This design comes from an exercise in tuning for small area, a short achievable clock period and few clock cycles per item on the open sky130 flow, not from production work. In this exercise RTL edits were held to simulation tests only and were not proved equivalent to the original. Power and IR drop assume default switching activity.

beta:
// radix_digit_converter_core
module radix_digit_converter_core #(
  parameter int unsigned VALUE_BITS = rdc_pkg::VALUE_BITS_DEF,
  parameter int unsigned MAX_DIGITS = rdc_pkg::MAX_DIGITS_DEF
) (
  input  logic                  clk_i,
  input  logic                  rst_ni,
  input  logic                  cfg_we_i,
  input  logic [rdc_pkg::BASE_W-1:0]     cfg_wdata_i,
  input  logic                  in_valid_i,
  output logic                  in_ready_o,
  input  logic [VALUE_BITS-1:0] value_i,
  output logic                  out_valid_o,
  input  logic                  out_ready_i,
  output logic [rdc_pkg::DIGIT_W-1:0]    digit_o,
  output logic                  last_digit_o
);
  localparam int NST = 4;    
  localparam logic [1:0] PS_IDLE = 2'd0;
  localparam logic [1:0] PS_DD   = 2'd1;   
  localparam logic [1:0] PS_DIV  = 2'd2;   
  localparam logic [1:0] PS_XFER = 2'd3;   
  localparam logic [1:0] OM_P2  = 2'd0;
  localparam logic [1:0] OM_BCD = 2'd1;
  ...
For scale: ~470 flip-flops, ~88 I/O pins.
==> flow/config.mk <==
export PLATFORM = sky130hd
export DESIGN_NAME = radix_digit_converter_core
export DESIGN_NICKNAME = radix_digit_converter_core
export VERILOG_FILES = /design/flow/design.v
export SDC_FILE = /design/flow/constraint.sdc
export NUM_CORES = 4
export LEC_CHECK = 0
export ABC_AREA = 1
export CAP_MARGIN = 20
export CORE_MARGIN = 2
export CORE_UTILIZATION = 40
export SLEW_MARGIN = 20
export TNS_END_PERCENT = 100
==> flow/constraint.sdc <==
create_clock -name core_clock -period 9.0 [get_ports {clk_i}]
set_input_delay 1.8000 -clock core_clock [delete_from_list [all_inputs] [get_ports {clk_i}]]
set_output_delay 1.8000 -clock core_clock [all_outputs]
set_load 0.01 [all_outputs]
standard.sh (not shown) runs the stock make flow with config.mk's settings and CLKGATE_MAP_FILE= SYNTH_SCRIPT=/design/flow/synth_recipe.tcl, a recipe that flattens the netlist after the stock synthesis.
==> flow/flow/run.sh <==
#!/bin/bash
export SETUP_SLACK_MARGIN=6
bash standard.sh > standard.log 2>&1
Testbench counts of beta, summed over its fixed seeds: cycles 7,830, digits 4,076.
Relative to beta, the following input files were edited for gamma:
==> flow/run.sh (new file) <==
#!/bin/bash
# synth_recipe.tcl (not shown) runs the flow's synth.tcl, then flattens the netlist and writes it again
# the make line also repeats each setting of config.mk as NAME=value (left out here)
make -C /OpenROAD-flow-scripts/flow DESIGN_CONFIG=/design/flow/config.mk WORK_HOME=/design/flow/orfs CLKGATE_MAP_FILE= SYNTH_SCRIPT=/design/flow/synth_recipe.tcl finish
--- a/flow/config.mk
+++ b/flow/config.mk
@@ -11,0 +12 @@
+export SETUP_SLACK_MARGIN = 5
removed: flow/flow/run.sh
removed: flow/standard.sh
--- outcome ---
Sort gamma and beta by register fraction of the total cell area desc -> top: gamma
Global-route wire length before repair in gamma is about 6% lower than in beta
Across both runs, post-layout total power was lower for gamma than for beta.

Another version of the RTL of radix_digit_converter_core (not shown whole).
For scale: about 4600 cells after synthesis, ~470 flip-flops, about 88 I/O pins, roughly 34000 sq um of cells after synthesis.
make LEC_CHECK=0 ABC_AREA=1 CAP_MARGIN=20 CORE_MARGIN=2 CORE_UTILIZATION=70 SETUP_SLACK_MARGIN=5 SLEW_MARGIN=20 TNS_END_PERCENT=100 finish   # period 9.0 ns
run.sh (not shown) runs the stock make flow with config.mk's settings and CLKGATE_MAP_FILE= SYNTH_SCRIPT=/design/flow/synth_recipe.tcl, a recipe that flattens the netlist after the stock synthesis.
Stock flow here: none of the scripts above is used.
The first run finished clean.
Testbench counts at the start, summed over its fixed seeds: cycles 7,920, digits 4,076.
Rerun with:
- CORE_UTILIZATION: 70 -> 40
- SETUP_SLACK_MARGIN: 5 -> 3.5
Outcome: Final area stays flat; wire length came out higher slightly; sequential share of layout area barely changes; die area came out higher by well over a third; setup slack loses 0.90 ns.
Rerun with:
- CORE_UTILIZATION: 40 -> 55
- SETUP_SLACK_MARGIN: 3.5 -> 5
After rerunning: The changed run went through all stages and came out clean; sequential power hardly moves; hold slack gains 0.015 ns; die area falls by 27%; synthesized cell count does not change; cell area came out higher by 1.2%; sequential share of layout area fell by 0.37 points.
Rerun with:
- CORE_UTILIZATION: 55 -> 40
Effect: The new run finished with timing, DRC and antenna clean. Wire length rises by 2.4%. First-iteration DRC count rises by about 11%. Sequential power is about the same. Cell area rises by about 1.5%. Setup slack gets worse by 0.078 ns. Utilization falls by 17 points. Hold slack gets worse by 0.018 ns. Sequential share of layout area falls by 0.45 points. Cell count rises by about 5.5%. Total power rises by 1.5%.

## old
radix_digit_converter_core, a different RTL version from the one above (not shown whole).
For scale: ~4,800 cells after synthesis, roughly 470 flip-flops, ~88 I/O pins, about 34,000 um2 of cells after synthesis.
Settings: LEC_CHECK=0, ABC_AREA=1, CAP_MARGIN=20, CORE_MARGIN=2, CORE_UTILIZATION=40, SETUP_SLACK_MARGIN=5, SLEW_MARGIN=20, TNS_END_PERCENT=100; clock period 9.0 ns.
Testbench counts of old, summed over its fixed seeds: cycles 7,833, digits 4,076.
Changes in new relative to old:
diff --git a/flow/config.mk b/flow/config.mk
--- a/flow/config.mk
+++ b/flow/config.mk
@@ -10,4 +10,5 @@
 export CORE_MARGIN = 2
 export CORE_UTILIZATION = 40
+export GPL_TIMING_DRIVEN = 1
 export SETUP_SLACK_MARGIN = 5
 export SLEW_MARGIN = 20
## What came out
- new completed every stage of the flow, and the final layout passed the timing, design-rule and antenna checks.
- Diff old -> new: area taken by multi-input logic gates closely matched the old numbers; total number of cells along the worst setup path closely matched the old numbers; number of enable-type register cells in the synthesized netlist closely matched the old numbers; met3 wire length closely matched the old numbers; final max-slew violation count closely matched the old numbers.
- Looking at new and old, the first-iteration DRC count is a wash.

[static timing again, ports no longer ideal]
In the flow no input, the clock included, has a driving cell. The finished layouts below were timed again as built, in two steps. Step 1 assumes that a clkbuf_16 drives the clock port and a buf_2 every other input. Step 2 adds t to the input delays and takes it off the output delays; t is the mean of the earliest and latest rising clock arrival at the registers after step 1. Input paths then give back, and output paths get back, about the clock's delay inside the block. Three values: ideal ports, drivers, drivers and shift; two values: the first two.
| run | shift t [ns] | setup WS [ns] | worst setup path at the end | clock arrival spread, ns | pins driven straight from the clock port |
|---|---|---|---|---|---|
| beta | 0.701 | 5.691 / 5.673 / 5.081 | input to register | 0.054 / 0.054 | 1 |
| gamma | 0.705 | 5.116 / 5.040 / 4.522 | input to register | 0.046 / 0.046 | 1 |
| the first run of note 2 | 0.692 | 4.962 / 4.978 / 4.310 | input to register | 0.021 / 0.022 | 1 |
| the second run of note 2 | 0.687 | 4.065 / 4.065 / 3.931 | input to register | 0.050 / 0.050 | 1 |
| the third run of note 2 | 0.695 | 5.067 / 5.102 / 4.415 | input to register | 0.034 / 0.033 | 1 |
| the fourth run of note 2 | 0.672 | 4.990 / 5.007 / 4.363 | input to register | 0.035 / 0.035 | 1 |
| old | 0.696 | 5.098 / 5.131 / 4.435 | input to register | 0.041 / 0.041 | 1 |
| new | 0.696 | 5.098 / 5.131 / 4.435 | input to register | 0.041 / 0.041 | 1 |
After both steps setup and hold are still met in every run listed.
